What follows belongs to an exercise in optimizing a design on an open flow for small area; a production flow would make more cautious choices. RTL that was checked went through simulation tests only; none was proved equivalent to the original. Function not checked in runs 1 and 2: the RTL went through the layout flow alone. Power and IR drop assume default switching activity.

<file path="flow/run.sh">
#!/bin/bash
# synth_recipe.tcl (not shown) runs the flow's synth.tcl, then flattens the netlist and writes it again
# the make line also repeats each setting of config.mk as NAME=value (left out here)
make -C /OpenROAD-flow-scripts/flow DESIGN_CONFIG=/design/flow/config.mk WORK_HOME=/design/flow/orfs CLKGATE_MAP_FILE= SYNTH_SCRIPT=/design/flow/synth_recipe.tcl finish
</file>
<file path="flow/config.mk">
export PLATFORM = sky130hd
export DESIGN_NAME = bubble_pool
export DESIGN_NICKNAME = bubble_pool
export VERILOG_FILES = /design/flow/design.v
export SDC_FILE = /design/flow/constraint.sdc
export NUM_CORES = 4
export LEC_CHECK = 0
export CAP_MARGIN = 5
export CORE_MARGIN = 2
export CORE_UTILIZATION = 60
export CTS_BUF_LIST = sky130_fd_sc_hd__clkbuf_2
export SLEW_MARGIN = 5
</file>
<file path="flow/constraint.sdc">
create_clock -name core_clock -period 10.0 [get_ports {clk}]
set_input_delay 2.0000 -clock core_clock [delete_from_list [all_inputs] [get_ports {clk}]]
set_output_delay 2.0000 -clock core_clock [all_outputs]
set_load 0.01 [all_outputs]
</file>
<file path="flow/design.v">
module bubble_hit_test
#(
   parameter int NUM_SLOTS = 8
)(
   input  logic [NUM_SLOTS-1:0]           act,
   input  logic [NUM_SLOTS*2-1:0]         sizes,
   input  logic [NUM_SLOTS*11-1:0]        xns,
   input  logic [NUM_SLOTS*11-1:0]        yns,
   input  logic [10:0]                    px,
   input  logic [10:0]                    py,
   output logic                           hit,
   output logic [$clog2(NUM_SLOTS)-1:0]   slot,
   output logic [1:0]                     size,
   output logic [5:0]                     off_x,
   output logic [5:0]                     off_y
);
   localparam int SW = $clog2(NUM_SLOTS);
   function automatic logic in_box(input logic [10:0] p, input logic [10:0] qn,
                                   input logic [1:0] s);
      logic [10:0] t;
      logic        c;
      c = 1'b1;
      for (int k = 0; k < 11; k++) begin
         t[k] = p[k] ^ qn[k] ^ c;
         c    = (p[k] && qn[k]) || (p[k] && c) || (qn[k] && c);
      end
      in_box = c && (t[10:6] == 5'd0) &&
               (s == 2'd3 || (!t[5] && (s == 2'd2 || (!t[4] && (s == 2'd1 || !t[3])))));
   endfunction
   logic [NUM_SLOTS-1:0] cov, win;
   logic [5:0] sxn, syn;
   always_comb begin
      for (int i = 0; i < NUM_SLOTS; i++)
         cov[i] = act[i] &&
                  in_box(px, xns[i*11 +: 11], sizes[i*2 +: 2]) &&
                  in_box(py, yns[i*11 +: 11], sizes[i*2 +: 2]);
   end
   always_comb begin
      hit  = 1'b0;
      slot = '0;
      size = '0;
      sxn  = '0;
      syn  = '0;
      for (int i = 0; i < NUM_SLOTS; i++) begin
         win[i] = cov[i] && !hit;
         if (cov[i]) hit = 1'b1;
         if (win[i]) slot = slot | SW'(i);
         size = size | (sizes[i*2 +: 2] & {2{win[i]}});
         sxn  = sxn | (xns[i*11 +: 6] & {6{win[i]}});
         syn  = syn | (yns[i*11 +: 6] & {6{win[i]}});
      end
      off_x = (px[5:0] + sxn + 6'd1) & {6{hit}};
      off_y = (py[5:0] + syn + 6'd1) & {6{hit}};
   end
endmodule
module bubble_pool
#(
   parameter int NUM_SLOTS = 8,
   parameter int MAX_SIZE  = 3,
   parameter int BASE_DIAM = 8,
   parameter int SCREEN_W  = 640,
   parameter int FLOOR_Y   = 440,
   parameter int X_SPEED   = 2,
   parameter int GRAVITY   = 1
)(
   input  logic                          clk,
   input  logic                          reset,
   input  logic                          startOfFrame,
   input  logic                          spawn_valid,
   output logic                          spawn_ready,
   input  logic [2:0]                    spawn_size,
   input  logic [10:0]                   spawn_x,
   input  logic [10:0]                   spawn_y,
   input  logic                          spawn_dir,
   input  logic                          hit_valid,
   input  logic [$clog2(NUM_SLOTS)-1:0]  hit_slot,
   input  logic [10:0]                   pixelX,
   input  logic [10:0]                   pixelY,
   output logic                          drawingRequest,
   output logic [$clog2(NUM_SLOTS)-1:0]  drawSlot,
   output logic [2:0]                    drawSize,
   output logic [10:0]                   offsetX,
   output logic [10:0]                   offsetY,
   output logic [$clog2(NUM_SLOTS):0]    activeCount,
   output logic                          split,
   output logic                          allCleared
);
   localparam int N  = 8;
   localparam int SW = 3;
   localparam logic [1:0] S_IDLE   = 2'd0;
   localparam logic [1:0] S_UPDATE = 2'd1;
   localparam logic [1:0] S_SPLIT  = 2'd2;
   localparam logic [1:0] S_DONE   = 2'd3;
   logic [N-1:0]    s_act, s_pend, s_dir, s_fresh;
   logic [N*2-1:0]  s_size;
   logic [N*11-1:0] s_xn, s_yn;    
   logic [N*6-1:0]  s_vy;
   logic [1:0]  state;
   logic [2:0]  idx;
   logic in_idle, in_upd, in_spl, in_done;
   assign in_idle = (state == S_IDLE);
   assign in_upd  = (state == S_UPDATE);
   assign in_spl  = (state == S_SPLIT);
   assign in_done = (state == S_DONE);
   logic [N-1:0] fsel;
   logic         below_full;
   always_comb begin
      below_full = 1'b1;
      for (int i = 0; i < N; i++) begin
         fsel[i]    = below_full && !s_act[i];
         below_full = below_full && s_act[i];
      end
   end
   logic [N-1:0] isel;
   always_comb begin
      for (int i = 0; i < N; i++)
         isel[i] = (idx == SW'(i));
   end
   logic              c_act, c_pend, c_dir, c_fresh;
   logic [1:0]        c_size;
   logic [10:0]       c_x, c_y;
   logic signed [5:0] c_vy;
   always_comb begin
      c_act   = 1'b0;
      c_pend  = 1'b0;
      c_dir   = 1'b0;
      c_fresh = 1'b0;
      c_size  = '0;
      c_x     = '0;
      c_y     = '0;
      c_vy    = '0;
      for (int i = 0; i < N; i++) begin
         c_act   = c_act   | (s_act[i]   & isel[i]);
         c_pend  = c_pend  | (s_pend[i]  & isel[i]);
         c_dir   = c_dir   | (s_dir[i]   & isel[i]);
         c_fresh = c_fresh | (s_fresh[i] & isel[i]);
         c_size  = c_size  | (s_size[i*2 +: 2] & {2{isel[i]}});
         c_x     = c_x     | (~s_xn[i*11 +: 11] & {11{isel[i]}});
         c_y     = c_y     | (~s_yn[i*11 +: 11] & {11{isel[i]}});
         c_vy    = c_vy    | (s_vy[i*6 +: 6] & {6{isel[i]}});
      end
   end
   logic live, upd_split, do_pop, do_move, advance;
   assign live      = in_upd && c_act && !c_fresh;
   assign upd_split = live && c_pend && (c_size != 2'd0);
   assign do_pop    = live && c_pend && (c_size == 2'd0);
   assign do_move   = live && !c_pend;
   assign advance   = (in_upd && !upd_split) || in_spl;
   assign split       = do_pop || in_spl;
   assign allCleared  = in_done && (s_act == '0) && (activeCount != '0);
   assign spawn_ready = !reset && in_idle && !(&s_act);
   logic              m_dir;
   logic [10:0]       m_x, m_y;
   logic [5:0]        m_vy, v;
   logic [11:0]       nx;
   logic [12:0]       ny;
   logic [8:0]        xlim, ylim;
   logic              tx, cv, cy, ya, vb;
   always_comb begin
      xlim = 9'd80 - (9'd1 << c_size);
      ylim = 9'd55 - (9'd1 << c_size);
      nx[0] = c_x[0];
      tx    = 1'b1;
      for (int k = 1; k < 11; k++) begin
         nx[k] = c_x[k] ^ tx;
         tx    = tx & (c_x[k] ~^ c_dir);
      end
      nx[11] = tx & c_dir;
      if (!c_dir && c_x[10:2] == 9'd0 && c_x[1:0] != 2'd3) begin
         m_x   = '0;
         m_dir = 1'b1;
      end else if (nx[11:3] >= xlim) begin
         m_x   = {xlim[7:0], 3'b000};
         m_dir = 1'b0;
      end else begin
         m_x   = nx[10:0];
         m_dir = c_dir;
      end
      cv = 1'b1;
      for (int k = 0; k < 6; k++) begin
         v[k] = c_vy[k] ^ cv;
         cv   = cv & c_vy[k];
      end
      cy = 1'b0;
      for (int k = 0; k < 13; k++) begin
         ya    = (k < 11) ? c_y[k] : 1'b0;
         vb    = (k < 6) ? v[k] : v[5];
         ny[k] = ya ^ vb ^ cy;
         cy    = (ya & vb) | (ya & cy) | (vb & cy);
      end
      if (!ny[12] && ny[11:3] >= ylim) begin
         m_y  = {ylim[7:0], 3'b000};
         m_vy = 6'(-(6'd12 + {2'b00, c_size, 2'b00}));
      end else if (ny[12]) begin
         m_y  = '0;
         m_vy = v;
      end else begin
         m_y  = ny[10:0];
         m_vy = v;
      end
   end
   logic [10:0] w_x, w_y;
   logic [1:0]  w_size;
   logic [5:0]  w_vy;
   logic [1:0]  sp_size;
   assign sp_size = spawn_size[2] ? 2'd3 : spawn_size[1:0];
   assign w_x    = in_idle ? spawn_x : (in_upd ? m_x : c_x);
   assign w_y    = in_idle ? spawn_y : (in_upd ? m_y : c_y);
   assign w_size = in_idle ? sp_size : (c_size - 2'd1);
   assign w_vy   = in_idle ? 6'd0 : (in_upd ? m_vy : -6'sd16);
   logic alloc_go;
   assign alloc_go = in_spl || (in_idle && spawn_valid);
   logic [N-1:0] n_act, n_pend, n_fresh;
   logic [3:0]   n_cnt;
   always_comb begin
      n_cnt = '0;
      for (int i = 0; i < N; i++)
         n_cnt = n_cnt + {3'd0, s_act[i]};
   end
   logic         hit_go;
   assign hit_go = hit_valid && !((in_upd || in_spl) && hit_slot == idx);
   always_comb begin
      for (int i = 0; i < N; i++) begin
         n_act[i]   = (fsel[i] && alloc_go) || (s_act[i] && !(isel[i] && do_pop));
         n_pend[i]  = !((fsel[i] && alloc_go) || (isel[i] && in_spl)) &&
                      (s_pend[i] || (hit_go && hit_slot == SW'(i)));
         n_fresh[i] = !in_idle && (s_fresh[i] || (fsel[i] && in_spl));
      end
   end
   always_ff @(posedge clk) begin
      s_fresh <= n_fresh;
      s_pend  <= n_pend;
      for (int i = 0; i < N; i++) begin
         if ((isel[i] && do_move) || (fsel[i] && alloc_go)) begin
            s_xn[i*11 +: 11] <= ~w_x;
            s_yn[i*11 +: 11] <= ~w_y;
         end
         if ((isel[i] && (do_move || in_spl)) || (fsel[i] && alloc_go)) begin
            s_vy[i*6 +: 6] <= w_vy;
            s_dir[i]       <= in_idle ? spawn_dir : (in_upd ? m_dir : fsel[i]);
         end
         if ((isel[i] && in_spl) || (fsel[i] && alloc_go))
            s_size[i*2 +: 2] <= w_size;
      end
   end
   logic       h_hit;
   logic [2:0] h_slot;
   logic [1:0] h_size;
   logic [5:0] h_ox, h_oy;
   bubble_hit_test #(
      .NUM_SLOTS (N)
   ) u_hit (
      .act   (s_act),
      .sizes (s_size),
      .xns   (s_xn),
      .yns   (s_yn),
      .px    (pixelX),
      .py    (pixelY),
      .hit   (h_hit),
      .slot  (h_slot),
      .size  (h_size),
      .off_x (h_ox),
      .off_y (h_oy)
   );
   logic [1:0] d_size;
   logic [5:0] d_ox, d_oy;
   assign drawSize = {1'b0, d_size};
   assign offsetX  = {5'd0, d_ox};
   assign offsetY  = {5'd0, d_oy};
   always_ff @(posedge clk or posedge reset) begin
      if (reset) begin
         state          <= S_IDLE;
         idx            <= '0;
         activeCount    <= '0;
         s_act          <= '0;
         drawingRequest <= 1'b0;
         drawSlot       <= '0;
         d_size         <= '0;
         d_ox           <= '0;
         d_oy           <= '0;
      end else begin
         case (state)
            S_IDLE:   if (startOfFrame) state <= S_UPDATE;
            S_UPDATE: if (upd_split) state <= S_SPLIT;
                      else if (idx == 3'd7) state <= S_DONE;
            S_SPLIT:  state <= (idx == 3'd7) ? S_DONE : S_UPDATE;
            default:  state <= S_IDLE;
         endcase
         if (advance) idx <= idx + 3'd1;
         if (in_done) activeCount <= n_cnt;
         s_act          <= n_act;
         drawingRequest <= h_hit;
         drawSlot       <= h_slot;
         d_size         <= h_size;
         d_ox           <= h_ox;
         d_oy           <= h_oy;
      end
   end
endmodule
</file>
==> results of run 1 <==
cell usage after synthesis, drive strengths merged, types with 32 or more instances:
| cell | n | area (um^2) |
|---|---|---|
| a21oi | 98 | 490 |
| clkbuf | 59 | 221 |
| dfrtp | 35 | 876 |
| edfxtp | 248 | 7450 |
| fa | 144 | 2880 |
| ha | 47 | 588 |
| inv | 125 | 469 |
| nand2 | 83 | 322 |
| nand2b | 39 | 251 |
| nand3 | 39 | 200 |
| nor2 | 106 | 398 |
| o21ai | 62 | 310 |
| o22ai | 32 | 200 |
final timing paths:
check                              to  cells after the start
hold reg to reg            s_fresh[2]                      2
min in group asynchronous    s_act[2]                      3
setup / recovery              d_oy[5]                     30
setup reg to reg             s_vy[27]                     25
hold / removal             s_fresh[2]                      2
max in group asynchronous      idx[2]                      3
routing by layer:
metal  vias to the layer above  wire length (um)  track usage, %
li1                       6020                 -               -
met1                      7061             23600            54.2
met2                      1149             27400            59.0
met3                       221              7670            10.3
met4                         2              3580            21.4
met5                         -                61               0
critical path: cells and delay by family:
family,cells,cell delay [ps]
AO/OA/AOI/OAI,9,1650
AND/OR/NAND/NOR,7,1890
XOR/XNOR,2,310
buffers and inverters,3,1000
adder cells (fa/ha/maj),9,2920
registers in the layout (all words and copies together) (netlist names):
name,count
d_oy,6
d_ox,6
s_pend,8
s_fresh,8
s_yn,88
drawSlot,3
d_size,2
s_vy,48
s_xn,88
s_act,8
idx,3
s_size,16
s_dir,8
activeCount,4
drawingRequest,1
state,2
power by group:
| part | switching (mW) | internal (mW) | total (mW) |
|---|---|---|---|
| logic | 2.81 | 1.46 | 4.27 |
| clock network | 0.534 | 0.325 | 0.859 |
| registers | 0.251 | 2.06 | 2.31 |
cell type report:
| cell class | count | area [um^2] | area share, % |
|---|---|---|---|
| diodes | 2 | 5.00 | 0.0245 |
| clock buffers | 108 | 541 | 2.65 |
| clock inverters | 30 | 170 | 0.833 |
| inverters | 128 | 485 | 2.38 |
| multi-input cells | 1038 | 8960 | 43.9 |
| flip-flops and latches | 299 | 8640 | 42.3 |
| well taps | 396 | 495 | 2.43 |
| repair buffers | 122 | 1120 | 5.47 |
cells by family (layout without fill, tap and decap cells):
kind of cell	count (synthesis)	count (layout)	share of synthesized area [%]
compound gates	435	435	17.3
fa+ha+maj	191	191	18.9
other cells	1	13	0.0204
xor+xnor	20	20	0.952
buf+inv	217	388	4.96
flops	299	299	47.0
mux	26	26	1.49
simple gates	355	355	9.42
metrics by stage:
| step | total power, mW | setup slack, ps | hold WS [ps] | std cells | utilization [%] |
|---|---|---|---|---|---|
| floorplan | 4.98 | 1180 | 431 | 1554 | - |
| global placement | 6.37 | 292 | 448 | 1983 | 64.8 |
| detailed placement | 6.47 | 201 | 459 | 1983 | 64.8 |
| CTS | 7.33 | 1240 | 481 | 2121 | 67.1 |
| global route | 7.85 | 759 | 502 | 2122 | 67.1 |
| finish | 7.44 | 1030 | 477 | 2123 | 67.1 |
==> run notes, run 1 <==
status finished clean; hold path startpoint s_fresh[2]; Die ar. 32,100 um^2; post-synthesis sequential element count ~300; Port Buffers 80; first-pass GRT wire length 89.9 mm; f_max 111 MHz; initial antenna violation count 3; core area 30,400 um^2; Post-DP Area a little under 20,000 um^2; total number of vias 14,500; most frequent cells in the layout edfxtp_1 (248), fa_1 (144), inv_1 (121), clkbuf_2 (108), nor2_1 (106); CTS root buffer clkbuf_2; Hold Vio Cnt, Final 0; post-synth cell types 82; Worst Setup End Kind flip-flop; Worst-Margin Slew 1250 ps; LEAKAGE 7.81 nW; Syn-to-layout area delta 11.0%; max incr delay on CP 680 ps; commonest non-fill, non-tap cell in the layout edfxtp_1; Slowest-stage cell, CP clkdlybuf4s50_1; setup_tns 0 ps; register-to-register setup slack 1450 ps; PD cells 364 nW/um^2; min Tclk post-route 8970 ps; RSZ-0062 raised after global routing no; Die Height between 150 and 200 um; Tcrit/Tclk final 89.7%; Post-CTS Repair Setup Buffers 0; DP HPWL 44.8 mm; Ports 92; Final Cell Area 20,400 um^2; CTS tree built; hold buffers post-CTS 0; Syn Area/Cell 11.9 um^2; Post-Syn Instances about 1,500; vias in the first global route 14,000; peak supply drop 0.239 mV; Synth Cell Area 18,400 um^2; relative slew slack ~17%; # Max-Cap Violations 0; FFs w/ async S/R, synth about an eighth; Slew Limit Fails 0; drt via density 6.81; Max H-tree Level 3; Routed WL between 60 and 70 mm; largest fanout on the critical path 17; pin count of the biggest net entering global routing 47; CTS clk-pin slew, worst paths 90 ps; Wirelength per Cell 29.3 um; Most Frequent Cell on Critical Path fa_1; total track usage 39.8%; layout cell share with drive strength beyond 1 between 10% and 20%; filler instances around 2,400; count of final setup violators 0; Clock Sink Count 299; worst skew pair latency about 1000 ps; First-pass DRT Iterations 9; CTS resizes 0; Inserted Clock Buffers 78; Seq/Total Area, Yosys 47.0%; Clock Path Buffers 3; clock skew approximately 94 ps; critical path class input pin to flip-flop; crit path launch type input pin; RePlAce Congestion 1.00; EDFF count, synth 248; RR Startpoint idx[1]; Nets 1,914; crit path DAT 9780 ps; residual overflow from global routing 0; Worst EP required ~11,000 ps; starting density of the core 60.5%; DR iter-0 viols 2,268; Post-synth top flop edfxtp_1; die width between 150 and 200 um; Hold/Removal Path Class flip-flop to flip-flop; synth warn 2; Detail Route Antenna Nets 0; Critical Path Source pixelX[0]; DRC Markers 0; cell row count 64
==> run 2, diff against run 1 <==
--- a/flow/config.mk
+++ b/flow/config.mk
@@ -7,6 +7,6 @@
 export LEC_CHECK = 0
-export CAP_MARGIN = 5
+export CAP_MARGIN = 20
 export CORE_MARGIN = 2
-export CORE_UTILIZATION = 60
-export CTS_BUF_LIST = sky130_fd_sc_hd__clkbuf_2
-export SLEW_MARGIN = 5
+export CORE_UTILIZATION = 40
+export CTS_BUF_LIST = sky130_fd_sc_hd__clkbuf_4
+export SLEW_MARGIN = 20
==> run 2 against run 1 <==
Effect of this change: register-to-register slack got worse by 30 ps; setup slack better by 7.4 ps; fmax about the same; sequential share of layout area down 1.4 points; global-route usage shrank 13 points; power increased by 4.2%; clock power rose by 41%; synthesized cell count did not move; critical endpoint unchanged; largest cell class unchanged.
==> run notes, run 2 <==
pin count of the biggest net entering global routing 44 (-6.4%); crit path launch type input pin; Max H-tree Level 3 (unchanged); commonest non-fill, non-tap cell in the layout edfxtp_1; Inserted Clock Buffers 81 (+3.8%); Power Total 7.75 mW (+4.2%); Clock Path Buffers 3 (unchanged); first-pass GRT wire length 93.1 mm (+3.6%); First-pass DRT Iterations 8 (-1); Syn-to-layout area delta 14.8%; Hold/Removal Path Class flip-flop to flip-flop; residual overflow from global routing 0 (unchanged); Most Frequent Cell on Critical Path fa_1; Port Buffers 80 (unchanged); Worst EP required 10,650 ps (-160 ps); Tcrit/Tclk final 89.6% (about the same); CTS resizes 0 (unchanged); core area 45,400 um^2 (+49%); Syn Area/Cell 11.9 um^2 (unchanged); Die ar. 47,700 um^2 (+49%); initial antenna violation count 3 (unchanged); PD cells 367 nW/um^2 (+0.68%); dominant cells by area after synthesis edfxtp_1 (40%), fa_1 (16%), dfrtp_1 (4.8%); Detail Route Antenna Nets 0 (unchanged); worst skew pair latency 830 ps (-200 ps); die width 219 um (+22%); Ports 92 (unchanged); FFs w/ async S/R, synth 11.7% (unchanged); synth warn 2 (unchanged); largest fanout on the critical path 17 (unchanged); Worst-Margin Slew 1130 ps (-124 ps); Seq/Total Area, Yosys 47.0% (unchanged); layout cell share with drive strength beyond 1 13.5% (+0.51 points); Worst path top cell family by delay adder cells; Post-DP Area 20,000 um^2 (+1.5%); # Max-Cap Violations 0 (unchanged); Post-Syn Instances 1,544 (unchanged); Final Cell Area 21,100 um^2 (+3.5%); clock skew 56.7 ps (-37.2 ps); CTS clk-pin slew, worst paths 60 ps (-30 ps); Die Height 219 um (+22%); EDFF count, synth 248 (unchanged); LEAKAGE 7.96 nW (+1.9%); status finished clean; Worst Setup End Kind flip-flop; count of final setup violators 0 (unchanged); Hold Vio Cnt, Final 0 (unchanged); critical path class input pin to flip-flop; total track usage 27.2% (-13 points); starting density of the core 40.6% (-20 points); max incr delay on CP 730 ps (+50 ps); drt via density 6.04 (-11%); top-count cell post-synth edfxtp_1; Post-CTS Repair Setup Buffers 0 (unchanged); most frequent cells in the layout edfxtp_1 (248), fa_1 (144), inv_1 (122), clkbuf_4 (118), nor2_1 (106); Clock Sink Count 299 (unchanged); crit path DAT 9620 ps (-160 ps); DR iter-0 viols 1,785 (-21%); Synth area leader edfxtp_1; Slowest-stage cell, CP clkdlybuf4s50_1; Synth top cells by count edfxtp_1 (248), fa_1 (144), inv_1 (122); share of the synthesized area in the top cell type 40.5% (unchanged); post-synth cell types 82 (unchanged); RePlAce Congestion 0.987 (-1.3%); DRC Markers 0 (unchanged); total number of vias 14,100 (-2.7%); cell row count 78 (+22%); RSZ-0062 raised after global routing no; hold buffers post-CTS 0 (unchanged); Post-synth top flop edfxtp_1; DP HPWL 47.4 mm (+5.8%); final core occ 46.6% (-21 points); Wirelength per Cell 27.4 um (-6.5%); peak supply drop 0.215 mV (-10%); f_max 112 MHz (about the same); setup_tns 0 ps (unchanged); crit path buf inv count 3 (unchanged); relative slew slack 24.2% (+7.4 points); Nets 1,919 (+0.26%); post-synthesis sequential element count 299 (unchanged); Routed WL 63.8 mm (+2.5%); min Tclk post-route 8960 ps (-7.44 ps); CTS root buffer clkbuf_4; vias in the first global route 14,000 (-0.26%); CTS tree built; biggest registers after layout s_xn x88, s_yn x88, s_vy x48; Slew Limit Fails 0 (unchanged); Synth Cell Area 18,400 um^2 (unchanged)
[run 2: cell counts after synthesis]
Identical to the previous run, type by type.
[run 2: path summary, 6_finish.rpt]
kind	start	end	slack, ps	cells after the start
min in group asynchronous	reset	activeCount[0]	1630	3
hold reg to reg	s_fresh[5]	s_fresh[5]	470	2
hold / removal	s_fresh[5]	s_fresh[5]	470	2
max in group asynchronous	reset	idx[2]	7950	3
setup / recovery	pixelX[0]	d_oy[5]	1040	30
setup reg to reg	idx[0]	s_vy[15]	1420	23
[run 2: kinds of logic after synthesis]
| family | Yosys count | share of synthesized area, % |
|---|---|---|
| muxes | 26 | 1.49 |
| DFF | 299 | 47.0 |
| and+or+nand+nor | 355 | 9.42 |
| xor gates and xnor gates | 20 | 0.952 |
| adders and majority gates | 191 | 18.9 |
| other | 1 | 0.0204 |
| buffers and inverters | 217 | 4.96 |
| AOI/OAI and AO/OA | 435 | 17.3 |
[run 2: per-stage QoR]
| stage | hold slack (ps) | instances | setup slack [ps] |
|---|---|---|---|
| 2_1_floorplan | 431 | 1554 | 1180 |
| 3_3_place_gp | 444 | 2189 | 387 |
| 3_5_place_dp | 457 | 2189 | 235 |
| 4_1_cts | 474 | 2326 | 1120 |
| 5_1_grt | 489 | 2327 | 691 |
| 6_report | 466 | 2328 | 1040 |
[run 2: power breakdown]
group	internal [mW]	switching (mW)	leakage [nW]	total, mW
combinational	1.45	2.77	4.49	4.22
clock	0.692	0.519	0.662	1.21
sequential	2.06	0.252	2.81	2.31
[run 2: cell type report]
class	instances	area, um^2
Fill cell	4146	24300
Multi-Input combinational cell	1038	8980
Sequential cell	299	8640
Timing Repair Buffer	124	1140
Clock buffer	118	886
Tap cell	600	751
Inverter	128	485
Clock inverter	19	236
Antenna cell	2	5.00
[run 2: worst min-delay path, delay by kind of cell, from the launching register on]
family          cells  cell delay [ps]
simple gates        1               70
flops               1              320
compound gates      1               40
[run 2: per-layer routing]
layer / share of wire, % / GRT usage [%]
met4: 4.9 / 14.2
met2: 46 / 41.7
met1: 40 / 36.3
met5: 0 / 0
met3: 9.2 / 5.85
==> run 3, diff against run 2 <==
--- a/flow/design.v
+++ b/flow/design.v
@@ -123,20 +123,10 @@
    always_comb begin
-      c_act   = 1'b0;
-      c_pend  = 1'b0;
-      c_dir   = 1'b0;
-      c_fresh = 1'b0;
-      c_size  = '0;
-      c_x     = '0;
-      c_y     = '0;
-      c_vy    = '0;
-      for (int i = 0; i < N; i++) begin
-         c_act   = c_act   | (s_act[i]   & isel[i]);
-         c_pend  = c_pend  | (s_pend[i]  & isel[i]);
-         c_dir   = c_dir   | (s_dir[i]   & isel[i]);
-         c_fresh = c_fresh | (s_fresh[i] & isel[i]);
-         c_size  = c_size  | (s_size[i*2 +: 2] & {2{isel[i]}});
-         c_x     = c_x     | (~s_xn[i*11 +: 11] & {11{isel[i]}});
-         c_y     = c_y     | (~s_yn[i*11 +: 11] & {11{isel[i]}});
-         c_vy    = c_vy    | (s_vy[i*6 +: 6] & {6{isel[i]}});
-      end
+      c_act   = s_act[idx];
+      c_pend  = s_pend[idx];
+      c_dir   = s_dir[idx];
+      c_fresh = s_fresh[idx];
+      c_size  = s_size[idx*2 +: 2];
+      c_x     = ~s_xn[idx*11 +: 11];
+      c_y     = ~s_yn[idx*11 +: 11];
+      c_vy    = s_vy[idx*6 +: 6];
    end
@@ -153,7 +143,6 @@
    logic [10:0]       m_x, m_y;
-   logic [5:0]        m_vy, v;
+   logic signed [5:0] m_vy, v;
    logic [11:0]       nx;
-   logic [12:0]       ny;
+   logic signed [12:0] ny;
    logic [8:0]        xlim, ylim;
-   logic              tx, cv, cy, ya, vb;
    always_comb begin
@@ -161,10 +150,4 @@
       ylim = 9'd55 - (9'd1 << c_size);
-      nx[0] = c_x[0];
-      tx    = 1'b1;
-      for (int k = 1; k < 11; k++) begin
-         nx[k] = c_x[k] ^ tx;
-         tx    = tx & (c_x[k] ~^ c_dir);
-      end
-      nx[11] = tx & c_dir;
-      if (!c_dir && c_x[10:2] == 9'd0 && c_x[1:0] != 2'd3) begin
+      nx = c_dir ? {1'b0, c_x} + 12'd2 : {1'b0, c_x} - 12'd2;
+      if (!c_dir && c_x <= 11'd2) begin
          m_x   = '0;
@@ -178,17 +161,7 @@
       end
-      cv = 1'b1;
-      for (int k = 0; k < 6; k++) begin
-         v[k] = c_vy[k] ^ cv;
-         cv   = cv & c_vy[k];
-      end
-      cy = 1'b0;
-      for (int k = 0; k < 13; k++) begin
-         ya    = (k < 11) ? c_y[k] : 1'b0;
-         vb    = (k < 6) ? v[k] : v[5];
-         ny[k] = ya ^ vb ^ cy;
-         cy    = (ya & vb) | (ya & cy) | (vb & cy);
-      end
+      v  = c_vy + 6'sd1;
+      ny = $signed({2'b00, c_y}) + 13'(v);
       if (!ny[12] && ny[11:3] >= ylim) begin
          m_y  = {ylim[7:0], 3'b000};
-         m_vy = 6'(-(6'd12 + {2'b00, c_size, 2'b00}));
+         m_vy = -6'sd12 - $signed({2'b00, c_size, 2'b00});
       end else if (ny[12]) begin
--- a/flow/config.mk
+++ b/flow/config.mk
@@ -10,3 +10,2 @@
 export CORE_UTILIZATION = 40
-export CTS_BUF_LIST = sky130_fd_sc_hd__clkbuf_4
 export SLEW_MARGIN = 20
==> run 3 against run 2 <==
Effect of this change: still clean on timing, DRC and antenna; combinational power rose by 14%; setup slack worse by 540 ps; die area increased by 1.7%; first-iteration DRC count shrank 4.4%; register-to-register slack improved by 830 ps; count of clock-buffer cells in the layout down 77; critical endpoint is now d_ox[5].
==> run notes, run 3 <==
status finished clean; Hold/Removal Path Class flip-flop to flip-flop; top layer in use met5; critical path class input pin to flip-flop; Ports 92 (unchanged); synth warn 2 (unchanged); pin count of the biggest net entering global routing 36 (-18%); First-pass DRT Iterations 7 (-1); f_max 105 MHz (-5.7%); DRC Markers 0 (unchanged); Synth area leader edfxtp_1; biggest registers after layout s_xn x88, s_yn x88, s_vy x48; cell row count 79 (+1.3%); dominant cells by area after synthesis edfxtp_1 (40%), fa_1 (14%), mux4_2 (7.8%); Seq/Total Area, Yosys 46.2% (-0.79 points); total number of vias 13,100 (-6.6%); post-synthesis sequential element count 299 (unchanged); hold buffers post-CTS 0 (unchanged); Routed WL 58.3 mm (-8.7%); Clock Path Buffers 3 (unchanged); vias in the first global route 13,200 (-5.7%); core area 46,400 um^2 (+2.2%); final std cells w/o fill 2,190 (-5.9%); commonest non-fill, non-tap cell in the layout edfxtp_1; setup_tns 0 ps (unchanged); RePlAce Congestion 0.980 (-0.73%); # Max-Cap Violations 0 (unchanged); Seq. cell area 8650 um^2 (about the same); Post-Syn Instances 1,460 (-5.4%); CTS resizes 0 (unchanged); DR iter-0 viols 1,706 (-4.4%); Worst EP required 10,430 ps (-220 ps); area of the multi-input gates 9410 um^2 (+4.8%); Hold Vio Cnt, Final 0 (unchanged); FFs w/ async S/R, synth 11.7% (unchanged); Synth Cell Area 18,700 um^2 (+1.7%); Post-synth top flop edfxtp_1; top-count cell post-synth edfxtp_1; Placed Instances 2,127 (-2.8%); worst skew pair latency 540 ps (-290 ps); part of the power in registers 28.1% (-1.7 points); total track usage 24.4% (-2.7 points); Final WS setup 499 ps (-538 ps); min Tclk post-route 9500 ps (+538 ps); Slew Limit Fails 0 (unchanged); Syn-to-layout area delta 14.9%; starting density of the core 40.4% (-0.17 points); residual overflow from global routing 0 (unchanged); initial antenna violation count 2 (-1); Max H-tree Level 2 (-1); Worst-Margin Slew 1170 ps (+42.4 ps); CTS root buffer clkbuf_16; CTS tree built; Syn Area/Cell 12.8 um^2 (+7.6%); PD cells 397 nW/um^2 (+8.3%); Detail Route Antenna Nets 0 (unchanged); Clock Sink Count 299 (unchanged); Worst Setup End Kind flip-flop; relative slew slack 21.3% (-2.9 points); Die ar. 48,500 um^2 (+1.7%); largest fanout on the critical path 17 (unchanged); count of final setup violators 0 (unchanged); EDFF count, synth 248 (unchanged); Die Height 220 um (+0.84%); die width 220 um (+0.84%); crit path DAT 9930 ps (+310 ps); final core occ 46.4% (-0.14 points); CTS clk-pin slew, worst paths 60 ps (about the same); first-pass GRT wire length 85.5 mm (-8.2%); metal1 wirelength 23.0 mm (-9.7%); metal2 WL 26.9 mm (-8.2%); Wirelength per Cell 26.6 um (-2.9%); drt via density 6.00 (-0.74%); Post-CTS Repair Setup Buffers 0 (unchanged); Synth top cells by count edfxtp_1 (248), fa_1 (135), inv_1 (110); RSZ-0062 raised after global routing no; Switching Share 44.9% (-0.82 points); Inserted Clock Buffers 34 (-58%); LEAKAGE 8.13 nW (+2.1%); most frequent cells in the layout edfxtp_1 (248), fa_1 (135), inv_1 (109), nand2_1 (108), a21oi_1 (100); register-to-register setup slack 2250 ps (+830 ps); Ant. Diodes 0 (-2); DP HPWL 44.2 mm (-6.7%); Tcrit/Tclk final 95.0% (+5.4 points); layout cell share with drive strength beyond 1 12.4% (-1.1 points); power share of the clock group 15.7% (about the same); peak supply drop 0.380 mV (+76%); filler instances 4,096 (-1.2%); clock skew 31.5 ps (-25.2 ps); Sw Pwr 3.83 mW (+8.3%); Port Buffers 80 (unchanged); share of the synthesized area in the top cell type 39.8% (-0.68 points); Nets 1,803 (-6.0%); met3 WL post-DR 6.11 mm (+4.0%); pre-CTS setup slack 16.2 ps (-219 ps); crit path launch type input pin; post-synth cell types 78 (-4.9%); internal power 4.71 mW (+12%); Comb power frac 56.2% (+1.7 points)
run 3: layer usage:
metal  track usage (%)  vias to the layer above
li1                  -                     5598
met1              33.3                     6650
met2              38.3                      761
met3              5.58                      115
met4              8.77                        6
met5              1.82                        -
run 3: area by class of cell:
class / count / area share (%)
Multi-Input combinational cell: 990 / 43.7
Sequential cell: 299 / 40.2
Timing Repair Buffer: 117 / 5.00
Clock buffer: 41 / 4.22
Tap cell: 607 / 3.53
Inverter: 115 / 2.01
Clock inverter: 21 / 1.33
run 3: power groups by stage:
stage	Clock [mW]	Sequential, mW	Combinational, mW
2_1_floorplan	0	2.26	3.27
3_3_place_gp	0	2.41	4.61
3_5_place_dp	0	2.42	4.68
4_1_cts	1.35	2.40	4.71
5_1_grt	1.40	2.44	5.22
6_report	1.34	2.40	4.80
run 3: worst max-delay path, stage by stage:
cell	delay, ps
clkdlybuf4s50_1	690
o31ai_1	390
a21oi_1	120
a21oi_1	220
fa_1	240
fa_1	180
fa_1	240
inv_1	70
fa_1	380
fa_1	400
fa_1	390
fa_1	390
fa_1	460
or4_1	470
nor4_1	410
o211ai_1	280
and4b_1	360
and2_1	340
a221o_1	390
ha_1	280
a21o_1	170
a21o_1	190
a21o_1	180
a21oi_1	170
xnor2_1	120
nand2_1	80
nand2_1	50
a221oi_1	230
run 3: kinds of logic (layout without fill, tap and decap cells):
| family | after synthesis | after routing | synth area share (%) |
|---|---|---|---|
| multiplexers | 107 | 107 | 10.3 |
| adder cells (fa/ha/maj) | 190 | 190 | 18.1 |
| AND/OR/NAND/NOR | 351 | 351 | 9.18 |
| flip-flops | 299 | 299 | 46.2 |
| AO/OA/AOI/OAI | 296 | 296 | 10.5 |
| other | 1 | 11 | 0.0200 |
| XOR/XNOR | 35 | 35 | 1.64 |
| buffers and inverters | 181 | 294 | 4.07 |
run 3: metrics by stage:
stage               total power [mW]  hold slack, ps  area [um^2]
floorplan                       5.53             431        18800
global placement                7.03             444        20300
detailed placement              7.09             457        20300
CTS                             8.46             473        21500
global route                    9.06             496        21500
finish                          8.54             469        21500
run 3: path summary, 6_finish.rpt:
check                      startpoint              to  cells after the start
setup / recovery            pixelX[0]         d_ox[5]                     28
hold / removal              s_pend[2]       s_pend[2]                      2
setup reg to reg             s_xn[45]         d_ox[5]                     27
hold reg to reg             s_pend[2]       s_pend[2]                      2
max in group asynchronous       reset          idx[0]                      2
min in group asynchronous       reset  activeCount[1]                      2
==> run 4, diff against run 3 <==
--- a/flow/design.v
+++ b/flow/design.v
@@ -17,21 +17,25 @@
    localparam int SW = $clog2(NUM_SLOTS);
-   function automatic logic in_box(input logic [10:0] p, input logic [10:0] qn,
-                                   input logic [1:0] s);
-      logic [10:0] t;
-      logic        c;
+   function automatic logic [11:0] sub(input logic [10:0] p, input logic [10:0] qn);
+      logic c;
       c = 1'b1;
       for (int k = 0; k < 11; k++) begin
-         t[k] = p[k] ^ qn[k] ^ c;
-         c    = (p[k] && qn[k]) || (p[k] && c) || (qn[k] && c);
-      end
-      in_box = c && (t[10:6] == 5'd0) &&
-               (s == 2'd3 || (!t[5] && (s == 2'd2 || (!t[4] && (s == 2'd1 || !t[3])))));
+         sub[k] = p[k] ^ qn[k] ^ c;
+         c      = (p[k] && qn[k]) || (p[k] && c) || (qn[k] && c);
+      end
+      sub[11] = c;
+   endfunction
+   function automatic logic ok(input logic [11:0] t, input logic [1:0] s);
+      ok = t[11] && (t[10:6] == 5'd0) &&
+           (s == 2'd3 || (!t[5] && (s == 2'd2 || (!t[4] && (s == 2'd1 || !t[3])))));
    endfunction
    logic [NUM_SLOTS-1:0] cov, win;
-   logic [5:0] sxn, syn;
-   always_comb begin
-      for (int i = 0; i < NUM_SLOTS; i++)
-         cov[i] = act[i] &&
-                  in_box(px, xns[i*11 +: 11], sizes[i*2 +: 2]) &&
-                  in_box(py, yns[i*11 +: 11], sizes[i*2 +: 2]);
+   logic [11:0] tx [NUM_SLOTS];
+   logic [11:0] ty [NUM_SLOTS];
+   logic [2:0]  sxn, syn, hx, hy;
+   always_comb begin
+      for (int i = 0; i < NUM_SLOTS; i++) begin
+         tx[i]  = sub(px, xns[i*11 +: 11]);
+         ty[i]  = sub(py, yns[i*11 +: 11]);
+         cov[i] = act[i] && ok(tx[i], sizes[i*2 +: 2]) && ok(ty[i], sizes[i*2 +: 2]);
+      end
    end
@@ -43,2 +47,4 @@
       syn  = '0;
+      hx   = '0;
+      hy   = '0;
       for (int i = 0; i < NUM_SLOTS; i++) begin
@@ -48,7 +54,9 @@
          size = size | (sizes[i*2 +: 2] & {2{win[i]}});
-         sxn  = sxn | (xns[i*11 +: 6] & {6{win[i]}});
-         syn  = syn | (yns[i*11 +: 6] & {6{win[i]}});
-      end
-      off_x = (px[5:0] + sxn + 6'd1) & {6{hit}};
-      off_y = (py[5:0] + syn + 6'd1) & {6{hit}};
+         sxn  = sxn | (xns[i*11 +: 3] & {3{win[i]}});
+         syn  = syn | (yns[i*11 +: 3] & {3{win[i]}});
+         hx   = hx | (tx[i][5:3] & {3{win[i]}});
+         hy   = hy | (ty[i][5:3] & {3{win[i]}});
+      end
+      off_x = {hx, (px[2:0] + sxn + 3'd1) & {3{hit}}};
+      off_y = {hy, (py[2:0] + syn + 3'd1) & {3{hit}}};
    end
@@ -98,3 +106,3 @@
    logic [1:0]  state;
-   logic [2:0]  idx;
+   logic [N-1:0] isel;    
    logic in_idle, in_upd, in_spl, in_done;
@@ -113,7 +121,2 @@
    end
-   logic [N-1:0] isel;
-   always_comb begin
-      for (int i = 0; i < N; i++)
-         isel[i] = (idx == SW'(i));
-   end
    logic              c_act, c_pend, c_dir, c_fresh;
@@ -123,10 +126,20 @@
    always_comb begin
-      c_act   = s_act[idx];
-      c_pend  = s_pend[idx];
-      c_dir   = s_dir[idx];
-      c_fresh = s_fresh[idx];
-      c_size  = s_size[idx*2 +: 2];
-      c_x     = ~s_xn[idx*11 +: 11];
-      c_y     = ~s_yn[idx*11 +: 11];
-      c_vy    = s_vy[idx*6 +: 6];
+      c_act   = 1'b0;
+      c_pend  = 1'b0;
+      c_dir   = 1'b0;
+      c_fresh = 1'b0;
+      c_size  = '0;
+      c_x     = '0;
+      c_y     = '0;
+      c_vy    = '0;
+      for (int i = 0; i < N; i++) begin
+         c_act   = c_act   | (s_act[i]   & isel[i]);
+         c_pend  = c_pend  | (s_pend[i]  & isel[i]);
+         c_dir   = c_dir   | (s_dir[i]   & isel[i]);
+         c_fresh = c_fresh | (s_fresh[i] & isel[i]);
+         c_size  = c_size  | (s_size[i*2 +: 2] & {2{isel[i]}});
+         c_x     = c_x     | (~s_xn[i*11 +: 11] & {11{isel[i]}});
+         c_y     = c_y     | (~s_yn[i*11 +: 11] & {11{isel[i]}});
+         c_vy    = c_vy    | (s_vy[i*6 +: 6] & {6{isel[i]}});
+      end
    end
@@ -143,6 +156,7 @@
    logic [10:0]       m_x, m_y;
-   logic signed [5:0] m_vy, v;
+   logic [5:0]        m_vy, v;
    logic [11:0]       nx;
-   logic signed [12:0] ny;
+   logic [12:0]       ny;
    logic [8:0]        xlim, ylim;
+   logic              tx, cv, cy, ya, vb;
    always_comb begin
@@ -150,4 +164,10 @@
       ylim = 9'd55 - (9'd1 << c_size);
-      nx = c_dir ? {1'b0, c_x} + 12'd2 : {1'b0, c_x} - 12'd2;
-      if (!c_dir && c_x <= 11'd2) begin
+      nx[0] = c_x[0];
+      tx    = 1'b1;
+      for (int k = 1; k < 11; k++) begin
+         nx[k] = c_x[k] ^ tx;
+         tx    = tx & (c_x[k] ~^ c_dir);
+      end
+      nx[11] = tx & c_dir;
+      if (!c_dir && c_x[10:2] == 9'd0 && c_x[1:0] != 2'd3) begin
          m_x   = '0;
@@ -161,7 +181,17 @@
       end
-      v  = c_vy + 6'sd1;
-      ny = $signed({2'b00, c_y}) + 13'(v);
+      cv = 1'b1;
+      for (int k = 0; k < 6; k++) begin
+         v[k] = c_vy[k] ^ cv;
+         cv   = cv & c_vy[k];
+      end
+      cy = 1'b0;
+      for (int k = 0; k < 13; k++) begin
+         ya    = (k < 11) ? c_y[k] : 1'b0;
+         vb    = (k < 6) ? v[k] : v[5];
+         ny[k] = ya ^ vb ^ cy;
+         cy    = (ya & vb) | (ya & cy) | (vb & cy);
+      end
       if (!ny[12] && ny[11:3] >= ylim) begin
          m_y  = {ylim[7:0], 3'b000};
-         m_vy = -6'sd12 - $signed({2'b00, c_size, 2'b00});
+         m_vy = 6'(-(6'd12 + {2'b00, c_size, 2'b00}));
       end else if (ny[12]) begin
@@ -193,3 +223,3 @@
    logic         hit_go;
-   assign hit_go = hit_valid && !((in_upd || in_spl) && hit_slot == idx);
+   assign hit_go = hit_valid && !((in_upd || in_spl) && isel[hit_slot]);
    always_comb begin
@@ -245,3 +275,3 @@
          state          <= S_IDLE;
-         idx            <= '0;
+         isel           <= N'(1);
          activeCount    <= '0;
@@ -257,7 +287,7 @@
             S_UPDATE: if (upd_split) state <= S_SPLIT;
-                      else if (idx == 3'd7) state <= S_DONE;
-            S_SPLIT:  state <= (idx == 3'd7) ? S_DONE : S_UPDATE;
+                      else if (isel[N-1]) state <= S_DONE;
+            S_SPLIT:  state <= isel[N-1] ? S_DONE : S_UPDATE;
             default:  state <= S_IDLE;
          endcase
-         if (advance) idx <= idx + 3'd1;
+         if (advance) isel <= {isel[N-2:0], isel[N-1]};
          if (in_done) activeCount <= n_cnt;
==> flow/flow/run.sh (new file) <==
#!/bin/bash
# Layout flow: the standard ORFS flow (standard.sh), with two changes to how the layout
# is built: clock tree synthesis without dummy load cells, and the smallest buffer for the
# port buffers. Every tool's output goes to standard.log in this folder (ORFS also keeps its
# per-step logs under orfs/logs/).
set -euo pipefail
cat >> config.mk <<'EOC'
export CTS_ARGS = -sink_clustering_enable -repair_clock_nets -dont_use_dummy_load -buf_list sky130_fd_sc_hd__clkbuf_8 -sink_clustering_size 16 -sink_clustering_max_diameter 60
export BUFFER_PORTS_ARGS = -buffer_cell sky130_fd_sc_hd__buf_1
EOC
bash standard.sh > standard.log 2>&1
==> flow/standard.sh (new file) <==
#!/bin/bash
# synth_recipe.tcl (not shown) runs the flow's synth.tcl, then flattens the netlist and writes it again
# the make line also repeats each setting of config.mk as NAME=value (left out here)
make -C /OpenROAD-flow-scripts/flow DESIGN_CONFIG=/design/flow/config.mk WORK_HOME=/design/flow/orfs CLKGATE_MAP_FILE= SYNTH_SCRIPT=/design/flow/synth_recipe.tcl "${@:-finish}"
--- a/flow/config.mk
+++ b/flow/config.mk
@@ -11 +11,3 @@
 export SLEW_MARGIN = 20
+export CTS_ARGS = -sink_clustering_enable -repair_clock_nets -dont_use_dummy_load -buf_list sky130_fd_sc_hd__clkbuf_8 -sink_clustering_size 16 -sink_clustering_max_diameter 60
+export BUFFER_PORTS_ARGS = -buffer_cell sky130_fd_sc_hd__buf_1
removed: flow/run.sh
==> run 4 against run 3 <==
Effect of this change: still clean; global-route usage increased by 1.5 points; setup slack improved by 710 ps; non-clock buffer count fell by 6; final cell count fell by 1.1%; register-to-register slack got worse by 820 ps; routed wire length is 3.9% higher; critical endpoint is now d_ox[1]; highest routed layer unchanged.
==> run notes, run 4 <==
Slew Limit Fails 0 (unchanged); Synth top cells by count edfxtp_1 (248), fa_1 (144), inv_1 (117); Crit path depth 25 (-11%); LEAKAGE 6.40 nW (-21%); hold slack 475 ps (+6.63 ps); Hold Vio Cnt, Final 0 (unchanged); Worst EP required 10,500 ps (+70 ps); RSZ-0062 raised after global routing no; Synth Cell Area 18,000 um^2 (-4.1%); Seq/Total Area, Yosys 48.8% (+2.7 points); Hold/Removal Path Class flip-flop to flip-flop; crit path DAT 9300 ps (-630 ps); Syn Area/Cell 11.9 um^2 (-7.2%); critical path class input pin to flip-flop; Worst Setup End Kind flip-flop; CTS clk-pin slew, worst paths 60 ps (about the same); final core occ 43.5% (-2.9 points); Slowest-stage cell, CP nor3_1; vias in the first global route 13,200 (+0.26%); Routed WL 60.5 mm (+3.9%); relative slew slack 25.2% (+3.9 points); commonest non-fill, non-tap cell in the layout edfxtp_1; Max H-tree Level 1 (-1); count of final setup violators 0 (unchanged); worst hold endpoint s_pend[2]; Final WS setup 1200 ps (+705 ps); First-pass DRT Iterations 5 (-2); CTS resizes 0 (unchanged); CTS root buffer clkbuf_8; Post-CTS Repair Setup Buffers 0 (unchanged); # Max-Cap Violations 0 (unchanged); layout cell share with drive strength beyond 1 6.04% (-6.3 points); total track usage 25.9% (+1.5 points); cell row count 77 (-2.5%); Power Total 2.13 mW (-75%); Die ar. 46,600 um^2 (-4.0%); f_max 114 MHz (+8.0%); hold buffers post-CTS 0 (unchanged); total number of vias 13,400 (+2.3%); dominant cells by area after synthesis edfxtp_1 (41%), fa_1 (16%), dfrtp_1 (5.4%); Wirelength per Cell 28.0 um (+5.1%); residual overflow from global routing 0 (unchanged); RR Startpoint isel[0]; Worst path top cell family by delay adder cells; Clock Sink Count 304 (+1.7%); setup_tns 0 ps (unchanged); DRC Markers 0 (unchanged); share of the synthesized area in the top cell type 41.5% (+1.7 points); hold depth 2 (unchanged); initial antenna violation count 1 (-1); first-pass GRT wire length 88.4 mm (+3.4%); cells on worst reg2reg path 20 (-26%); core area 44,200 um^2 (-4.6%); Inserted Clock Buffers 28 (-18%); status finished clean; synth warn 4 (+2); top-count cell post-synth edfxtp_1; Clock Path Buffers 3 (unchanged); Port Buffers 80 (unchanged); biggest registers after layout s_xn x88, s_yn x88, s_vy x48; min Tclk post-route 8800 ps (-705 ps); crit path buf inv count 4 (+2); RePlAce Congestion 0.973 (-0.73%); pre-CTS setup slack 777 ps (+761 ps); register-to-register setup slack 1430 ps (-820 ps); drt via density 6.20 (+3.5%); Ports 92 (unchanged); starting density of the core 40.6% (+0.23 points); Synth area leader edfxtp_1; clock skew 56.8 ps (+25.4 ps); Die Height 216 um (-2.0%); Most Frequent Cell on Critical Path fa_1; EDFF count, synth 248 (unchanged); worst skew pair latency 650 ps (+110 ps); post-synthesis sequential element count 304 (+1.7%); Worst-Margin Slew 1110 ps (-54.7 ps); peak supply drop 0.0911 mV (-76%); Tcrit/Tclk final 88.0% (-7.1 points); DR iter-0 viols 1,722 (+0.94%); die width 216 um (-2.0%); PD cells 111 nW/um^2 (-72%); R2R Path End s_vy[10]; Detail Route Antenna Nets 0 (unchanged); largest fanout on the critical path 17 (unchanged); Post-Syn Instances 1,509 (+3.4%); DP HPWL 45.0 mm (+1.7%); Syn-to-layout area delta 7.07%; CTS tree built; Post-synth top flop edfxtp_1; crit path launch type input pin; most frequent cells in the layout edfxtp_1 (248), fa_1 (144), inv_1 (116), nor2_1 (96), nand2_1 (91); post-synth cell types 70 (-10%); Nets 1,807 (+0.22%); pin count of the biggest net entering global routing 41 (+14%); FFs w/ async S/R, synth 13.2% (+1.5 points); hold path startpoint s_pend[2]; max incr delay on CP 950 ps (+260 ps)
## run 4: cell count changes after synthesis, sizes merged, moves of 22 or more
| cell | previous run | this run |
|---|---|---|
| ha | 55 | 33 |
| o22ai | 13 | 90 |
| mux4 | 65 | 2 |
| mux2i | 37 | 7 |
| o21ai | 38 | 64 |
| a21oi | 100 | 77 |
| a22oi | 23 | 61 |
## run 4: per-layer routing
metal,share of wire (%),vias to the layer above,global-route usage (%)
met5,0.020,-,0.104
met4,5.2,2,12.4
met3,9.8,173,4.58
met2,45,861,39.9
met1,40,6708,35.6
li1,-,5687,-
## run 4: area by class of cell
type | count | area (um^2)
Fill cell | 4128 | 25000
Sequential cell | 304 | 8770
Multi-Input combinational cell | 1008 | 8330
Tap cell | 592 | 741
Timing Repair Buffer | 111 | 533
Inverter | 121 | 465
Clock buffer | 28 | 385
Antenna cell | 1 | 2.50
## run 4: worst min-delay path, cell delays in order, from the launching register on
cell,delay (ps)
dfxtp_1,330
a21oi_1,50
nor2_1,70
## run 4: metrics by stage
step           instances  area [um^2]
6_report            2165        19200
5_1_grt             2164        19200
4_1_cts             2164        19200
3_5_place_dp        2136        18800
3_3_place_gp        2136        18800
2_1_floorplan       1519        18000
## run 4: kinds of logic after synthesis
logic type / count (synthesis) / synth area share, %
flip-flops: 304 / 48.8
multiplexers: 14 / 0.954
AND/OR/NAND/NOR: 383 / 11.1
XOR/XNOR: 16 / 0.780
other: 1 / 0.0209
AO/OA/AOI/OAI: 407 / 14.9
buffers and inverters: 207 / 5.07
adder cells (fa/ha/maj): 177 / 18.4
## run 4: power breakdown
part | total [mW] | leakage [nW] | switching, mW | internal, mW
Clock | 0.655 | 0.201 | 0.408 | 0.248
Sequential | 1.35 | 2.37 | 0.000979 | 1.35
Combinational | 0.126 | 3.83 | 0.0802 | 0.0461
## run 4: worst max path at each step
stage / slack (ps) / end / startpoint
floorplan: 1480 / d_ox[2] / pixelY[0]
global placement: 940 / d_ox[2] / pixelY[0]
detailed placement: 780 / d_oy[2] / pixelY[0]
CTS: 1480 / d_oy[2] / pixelY[0]
global route: 1010 / s_vy[10] / isel[0]
finish: 1200 / d_ox[1] / pixelX[0]
==> run 5, diff against run 4 <==
--- a/flow/flow/run.sh
+++ b/flow/flow/run.sh
@@ -7,3 +7,3 @@
 cat >> config.mk <<'EOC'
-export CTS_ARGS = -sink_clustering_enable -repair_clock_nets -dont_use_dummy_load -buf_list sky130_fd_sc_hd__clkbuf_8 -sink_clustering_size 16 -sink_clustering_max_diameter 60
+export CTS_ARGS = -sink_clustering_enable -repair_clock_nets -dont_use_dummy_load
 export BUFFER_PORTS_ARGS = -buffer_cell sky130_fd_sc_hd__buf_1
--- a/flow/config.mk
+++ b/flow/config.mk
@@ -11,3 +11,3 @@
 export SLEW_MARGIN = 20
-export CTS_ARGS = -sink_clustering_enable -repair_clock_nets -dont_use_dummy_load -buf_list sky130_fd_sc_hd__clkbuf_8 -sink_clustering_size 16 -sink_clustering_max_diameter 60
+export CTS_ARGS = -sink_clustering_enable -repair_clock_nets -dont_use_dummy_load
 export BUFFER_PORTS_ARGS = -buffer_cell sky130_fd_sc_hd__buf_1
==> run 5 against run 4 <==
Effect of this change: still clean on timing, DRC and antenna; routed wire length increased by 0.35%; first-iteration DRC count up 3.3%; flip-flop and latch count unchanged; critical endpoint is now d_oy[1].
==> run notes, run 5 <==
count of final setup violators 0 (unchanged); FFs w/ async S/R, synth 13.2% (unchanged); RR Startpoint isel[0]; LEAKAGE 6.63 nW (+3.6%); final core occ 44.6% (+1.1 points); Power Total 2.56 mW (+20%); residual overflow from global routing 0 (unchanged); initial antenna violation count 1 (unchanged); Inserted Clock Buffers 35 (+25%); Worst EP required 10,410 ps (-90 ps); Tcrit/Tclk final 88.8% (+0.84 points); starting density of the core 40.6% (unchanged); Final Cell Area 19,700 um^2 (+2.5%); Clock Path Buffers 3 (unchanged); worst skew pair latency 550 ps (-100 ps); total track usage 26.2% (+0.25 points); Max H-tree Level 2 (+1); Ant. Diodes 0 (-1); CTS root buffer clkbuf_16; Detail Route Antenna Nets 0 (unchanged); post-synthesis sequential element count 304 (unchanged); vias in the first global route 13,300 (+0.78%); R2R Path End s_vy[33]; Hold Vio Cnt, Final 0 (unchanged); dominant cells by area after synthesis edfxtp_1 (41%), fa_1 (16%), dfrtp_1 (5.4%); Worst-Margin Slew 1090 ps (-27.1 ps); max incr delay on CP 930 ps (-20 ps); critical path class input pin to flip-flop; largest fanout on the critical path 17 (unchanged); RSZ-0062 raised after global routing no; Final WS setup 1120 ps (-84.5 ps); hold path startpoint s_pend[1]; drt via density 6.20 (about the same); First-pass DRT Iterations 6 (+1); first-pass GRT wire length 88.7 mm (+0.34%); EDFF count, synth 248 (unchanged); # Max-Cap Violations 0 (unchanged); Slowest-stage cell, CP nor3_1; top-count cell post-synth edfxtp_1; layout cell share with drive strength beyond 1 6.46% (+0.42 points); Slew Limit Fails 0 (unchanged); Die ar. 46,600 um^2 (unchanged); total number of vias 13,500 (+0.27%); Wirelength per Cell 28.0 um (about the same); worst hold endpoint s_pend[1]; core area 44,200 um^2 (unchanged); CTS resizes 0 (unchanged); Synth Cell Area 18,000 um^2 (unchanged); Most Frequent Cell on Critical Path fa_1; pin count of the biggest net entering global routing 41 (unchanged); hold depth 2 (unchanged); Syn Area/Cell 11.9 um^2 (unchanged); Routed WL 60.7 mm (+0.35%); peak supply drop 0.0946 mV (+3.8%); Synth top cells by count edfxtp_1 (248), fa_1 (144), inv_1 (117); Port Buffers 80 (unchanged); Worst Setup End Kind flip-flop; Placed Instances 2,136 (unchanged); DR iter-0 viols 1,779 (+3.3%); CTS tree built; DP HPWL 45.0 mm (unchanged); Post-DP Area 18,800 um^2 (unchanged); final std cells w/o fill 2,171 (+0.28%); status finished clean; crit path launch type input pin; f_max 113 MHz (-0.95%); synth warn 4 (unchanged); Clock Sink Count 304 (unchanged); Critical Path Source pixelX[0]; crit path DAT 9290 ps (about the same); die width 216 um (unchanged); commonest non-fill, non-tap cell in the layout edfxtp_1; PD cells 130 nW/um^2 (+17%); Post-CTS Repair Setup Buffers 0 (unchanged); share of the synthesized area in the top cell type 41.5% (unchanged); clock skew 44.7 ps (-12.2 ps); Syn-to-layout area delta 9.79%; Hold/Removal Path Class flip-flop to flip-flop; Synth area leader edfxtp_1; most frequent cells in the layout edfxtp_1 (248), fa_1 (144), inv_1 (116), nor2_1 (96), nand2_1 (91); Die Height 216 um (unchanged); cells on worst reg2reg path 20 (unchanged); biggest registers after layout s_xn x88, s_yn x88, s_vy x48; register-to-register setup slack 1490 ps (+60 ps); Nets 1,814 (+0.39%); RePlAce Congestion 0.973 (unchanged); CTS clk-pin slew, worst paths 50 ps (about the same); post-synth cell types 70 (unchanged); DRC Markers 0 (unchanged); relative slew slack 27.0% (+1.8 points); hold slack 470 ps (-5.33 ps); Post-Syn Instances 1,509 (unchanged); Post-synth top flop edfxtp_1; Seq/Total Area, Yosys 48.8% (unchanged); cell row count 77 (unchanged); Ports 92 (unchanged); pre-CTS setup slack 777 ps (unchanged); hold buffers post-CTS 0 (unchanged); setup_tns 0 ps (unchanged); filler instances 4,065 (-1.5%); min Tclk post-route 8880 ps (+84.5 ps)
==> run 5: cell counts after synthesis <==
No cell type changed its count.
==> run 5: cell families after synthesis <==
group | count (synthesis) | share of synthesized area [%]
simple gates | 383 | 11.1
fa+ha+maj | 177 | 18.4
buf+inv | 207 | 5.07
other cells | 1 | 0.0209
flops | 304 | 48.8
xor+xnor | 16 | 0.780
compound gates | 407 | 14.9
mux | 14 | 0.954
==> run 5: layout make-up <==
type / count / area (um^2) / share of cell area [%]
well taps: 592 / 741 / 3.76
inverters: 121 / 465 / 2.36
repair buffers: 111 / 533 / 2.70
flip-flops and latches: 304 / 8770 / 44.5
multi-input cells: 1008 / 8330 / 42.3
clock buffers: 35 / 876 / 4.44
==> run 5: report_power, final <==
part	internal (mW)	switching (mW)	leakage [nW]
clock	0.613	0.469	0.431
combinational	0.0462	0.0803	3.83
sequential	1.35	0.000978	2.37
total	2.01	0.550	6.63
==> run 5: worst max-delay path: cells and delay by family <==
family / cells / cell delay [ps]
adder cells (fa/ha/maj): 10 / 3250
buffers and inverters: 4 / 600
AND/OR/NAND/NOR: 6 / 2500
AO/OA/AOI/OAI: 5 / 910
==> run 5: worst max path at each step <==
stage | to | slack (ps) | depth (start not counted)
after floorplan | d_ox[2] | 1480 | 30
after global placement | d_ox[2] | 940 | 28
after detailed placement | d_oy[2] | 780 | 28
after CTS | d_oy[2] | 1360 | 28
after global routing | d_oy[2] | 880 | 27
final | d_oy[1] | 1120 | 25
==> run 5: layer usage <==
layer | GRT usage, % | up-vias | wire (um)
met5 | 0 | - | 11
met4 | 12.7 | 2 | 3090
met3 | 4.61 | 181 | 5920
met2 | 40.5 | 871 | 27600
met1 | 35.7 | 6701 | 24100
li1 | - | 5712 | -
==> run 6, diff against run 5 <==
--- a/flow/flow/run.sh
+++ b/flow/flow/run.sh
@@ -7,3 +7,3 @@
 cat >> config.mk <<'EOC'
-export CTS_ARGS = -sink_clustering_enable -repair_clock_nets -dont_use_dummy_load
+export CTS_ARGS = -sink_clustering_enable -repair_clock_nets -dont_use_dummy_load -buf_list sky130_fd_sc_hd__clkbuf_4 -sink_clustering_size 8 -sink_clustering_max_diameter 40
 export BUFFER_PORTS_ARGS = -buffer_cell sky130_fd_sc_hd__buf_1
--- a/flow/config.mk
+++ b/flow/config.mk
@@ -11,3 +11,3 @@
 export SLEW_MARGIN = 20
-export CTS_ARGS = -sink_clustering_enable -repair_clock_nets -dont_use_dummy_load
+export CTS_ARGS = -sink_clustering_enable -repair_clock_nets -dont_use_dummy_load -buf_list sky130_fd_sc_hd__clkbuf_4 -sink_clustering_size 8 -sink_clustering_max_diameter 40
 export BUFFER_PORTS_ARGS = -buffer_cell sky130_fd_sc_hd__buf_1
==> run 6 against run 5 <==
Effect of this change: still clean; flip-flop and latch count is the same; fmax grew 2.5%; power shrank 16%; sequential power is essentially flat; via count is essentially flat; clock power shrank 38%; global-route usage is essentially flat; routed wire length grew 0.14%; critical path type unchanged; critical endpoint unchanged; largest power group unchanged; highest routed layer unchanged.
==> run notes, run 6 <==
biggest registers after layout s_xn x88, s_yn x88, s_vy x48; Syn-to-layout area delta 7.18%; relative slew slack 24.7% (-2.3 points); Comb power frac 5.9% (+1.0 points); share of the synthesized area in the top cell type 41.5% (unchanged); hold buffers post-CTS 0 (unchanged); setup_tns 0 ps (unchanged); worst skew pair latency 820 ps (+270 ps); RePlAce Congestion 0.973 (unchanged); Power Total 2.15 mW (-16%); total track usage 26.2% (+0.047 points); area of the multi-input gates 8330 um^2 (unchanged); most frequent cells in the layout edfxtp_1 (248), fa_1 (144), inv_1 (116), nor2_1 (96), nand2_1 (91); Final Cell Area 19,200 um^2 (-2.4%); Post-Syn Instances 1,509 (unchanged); Die Height 216 um (unchanged); RR Startpoint isel[0]; CTS root buffer clkbuf_4; Hold/Removal Path Class flip-flop to flip-flop; Port Buffers 80 (unchanged); initial antenna violation count 2 (+1); DP HPWL 45.0 mm (unchanged); clock skew 101 ps (+56.0 ps); CTS resizes 0 (unchanged); M1 GR Usage 35.5% (-0.21 points); Seq. cell area 8770 um^2 (unchanged); Synth Cell Area 18,000 um^2 (unchanged); Critical Path Source pixelX[0]; EDFF count, synth 248 (unchanged); largest fanout on the critical path 17 (unchanged); pre-CTS setup slack 777 ps (unchanged); pin count of the biggest net entering global routing 41 (unchanged); vias in the first global route 13,500 (+1.1%); crit path DAT 9310 ps (+20 ps); top-count cell post-synth edfxtp_1; met2 Use GR 40.8% (+0.25 points); first-pass GRT wire length 88.9 mm (+0.31%); final std cells w/o fill 2,191 (+0.92%); Detail Route Antenna Nets 0 (unchanged); dominant cells by area after synthesis edfxtp_1 (41%), fa_1 (16%), dfrtp_1 (5.4%); Max H-tree Level 2 (unchanged); Slew Limit Fails 0 (unchanged); residual overflow from global routing 0 (unchanged); CTS tree built; grt peak-use layer met2; LEAKAGE 6.45 nW (-2.8%); Post-DP Area 18,800 um^2 (unchanged); Placed Instances 2,136 (unchanged); Syn Area/Cell 11.9 um^2 (unchanged); crit path launch type input pin; starting density of the core 40.6% (unchanged); Die ar. 46,600 um^2 (unchanged); critical path class input pin to flip-flop; filler instances 4,132 (+1.6%); drt via density 6.15 (-0.88%); Routed WL 60.8 mm (+0.14%); count of final setup violators 0 (unchanged); Clock Path Buffers 3 (unchanged); total number of vias 13,500 (+0.030%); Sw Pwr 508 uW (-7.7%); FFs w/ async S/R, synth 13.2% (unchanged); hold slack 472 ps (+2.34 ps); Seq/Total Area, Yosys 48.8% (unchanged); cell row count 77 (unchanged); power share of the clock group 31.2% (-11 points); # Max-Cap Violations 0 (unchanged); Post-CTS Repair Setup Buffers 0 (unchanged); PD cells 112 nW/um^2 (-14%); Inserted Clock Buffers 54 (+54%); DRC Markers 0 (unchanged); Nets 1,833 (+1.0%); core area 44,200 um^2 (unchanged); hold path startpoint s_pend[5]; Tcrit/Tclk final 86.7% (-2.1 points); post-synthesis sequential element count 304 (unchanged); Worst EP required 10,640 ps (+230 ps); commonest non-fill, non-tap cell in the layout edfxtp_1; RSZ-0062 raised after global routing no; Wirelength per Cell 27.8 um (-0.77%); Worst-Margin Slew 1120 ps (+34.2 ps); Hold Vio Cnt, Final 0 (unchanged); layout cell share with drive strength beyond 1 7.57% (+1.1 points); DR iter-0 viols 1,755 (-1.3%); First-pass DRT Iterations 6 (unchanged); Post-synth top flop edfxtp_1; Switching Share 23.6% (+2.2 points); internal power 1.64 mW (-18%); Synth top cells by count edfxtp_1 (248), fa_1 (144), inv_1 (117); post-synth cell types 70 (unchanged); synth warn 4 (unchanged); die width 216 um (unchanged); peak supply drop 0.0637 mV (-33%); status finished clean; final core occ 43.5% (-1.1 points); f_max 115 MHz (+2.5%); min Tclk post-route 8670 ps (-214 ps); Clock Sink Count 304 (unchanged); Worst Setup End Kind flip-flop; CTS clk-pin slew, worst paths 80 ps (+30 ps); Final WS setup 1330 ps (+214 ps); part of the power in registers 62.9% (+10 points); met3 usage in global routing 4.81% (+0.20 points); Synth area leader edfxtp_1; Ports 92 (unchanged)
-- run 6: worst max-delay path, stage by stage --
cell	delay, ps
buf_1	270
o31ai_1	330
a21oi_1	100
a21oi_1	210
fa_1	230
fa_1	210
fa_1	200
inv_1	60
fa_1	370
fa_1	400
fa_1	390
fa_1	390
fa_1	430
nor4b_1	300
nand2_1	90
nor4_1	880
inv_1	200
nor3_1	950
a22oi_1	240
nand3_1	130
a221oi_1	60
ha_1	250
inv_1	60
fa_1	390
nor2b_1	140
-- run 6: kinds of logic after synthesis --
family	share of synthesized area [%]
AO/OA/AOI/OAI	14.9
XOR/XNOR	0.780
adder cells (fa/ha/maj)	18.4
buffers and inverters	5.07
flip-flops	48.8
multiplexers	0.954
other	0.0209
AND/OR/NAND/NOR	11.1
-- run 6: path summary, 6_finish.rpt --
| path | endpoint | slack (ps) | cells after the start |
|---|---|---|---|
| setup / recovery | d_oy[1] | 1330 | 25 |
| hold / removal | s_pend[5] | 470 | 2 |
| setup reg to reg | s_vy[10] | 1360 | 20 |
| hold reg to reg | s_pend[5] | 470 | 2 |
| max in group asynchronous | d_size[0] | 8050 | 2 |
| min in group asynchronous | isel[4] | 1370 | 2 |
-- run 6: power groups by stage --
stage | combinational (mW) | sequential (mW) | clock, mW
global route | 0.141 | 1.35 | 0.739
finish | 0.127 | 1.35 | 0.671
detailed placement | 0.127 | 1.38 | 0
CTS | 0.128 | 1.35 | 0.688
floorplan | 0.0725 | 1.38 | 0
global placement | 0.125 | 1.38 | 0
-- run 6: cell type report --
| type | instances | area share [%] |
|---|---|---|
| sequential | 304 | 45.6 |
| multi-input combinational | 1008 | 43.3 |
| tap | 592 | 3.85 |
| timing repair buffer | 111 | 2.77 |
| inverter | 121 | 2.42 |
| clock buffer | 54 | 2.11 |
| antenna | 1 | 0.0130 |
-- run 6: layer usage --
metal,up-vias,routed length (um)
met3,159,6040
met4,2,2770
met1,6706,24000
li1,5754,-
met5,-,11
met2,850,28000

-- what the ideal ports hide --
The results above use ideal ports. As a check the final layouts listed here were re-extracted and re-timed, cells and wires unchanged.
Step 1 sets driving cells, clkbuf_16 on the clock port and buf_2 on the other inputs (assumed; they add their load-dependent delay and slew).
Step 2 also shifts input and output timing later by t, the mid clock arrival at the registers, as if the neighbouring blocks saw the same clock.
Three values: ideal, step 1, step 2; two values: the first two.
run | shift t [ns] | slack for setup (ns) | hold slack, ns | worst setup path after step 2 | worst register clock-pin slew, ns
run 1 | 1.033 | 1.030 / 1.054 / 0.021 | 0.477 / 0.477 / 0.477 | input to register | 0.12 / 0.12
run 2 | 0.855 | 1.038 / 1.066 / 0.211 | 0.466 / 0.466 / 0.466 | input to register | 0.08 / 0.08
run 3 | 0.577 | 0.499 / 0.531 / -0.046 | 0.469 / 0.469 / 0.469 | input to register | 0.07 / 0.07
run 4 | 0.674 | 1.204 / 1.231 / 0.556 | 0.475 / 0.475 / 0.475 | input to register | 0.11 / 0.11
run 5 | 0.587 | 1.120 / 1.147 / 0.560 | 0.470 / 0.470 / 0.470 | input to register | 0.06 / 0.06
run 6 | 0.822 | 1.334 / 1.356 / 0.534 | 0.472 / 0.472 / 0.472 | input to register | 0.09 / 0.09
Met with ideal ports but missed after step 2: setup timing in run 3. The setup slack of run 1, which loses most, moves by +0.024 ns with the drivers and by -1.009 ns with both steps.
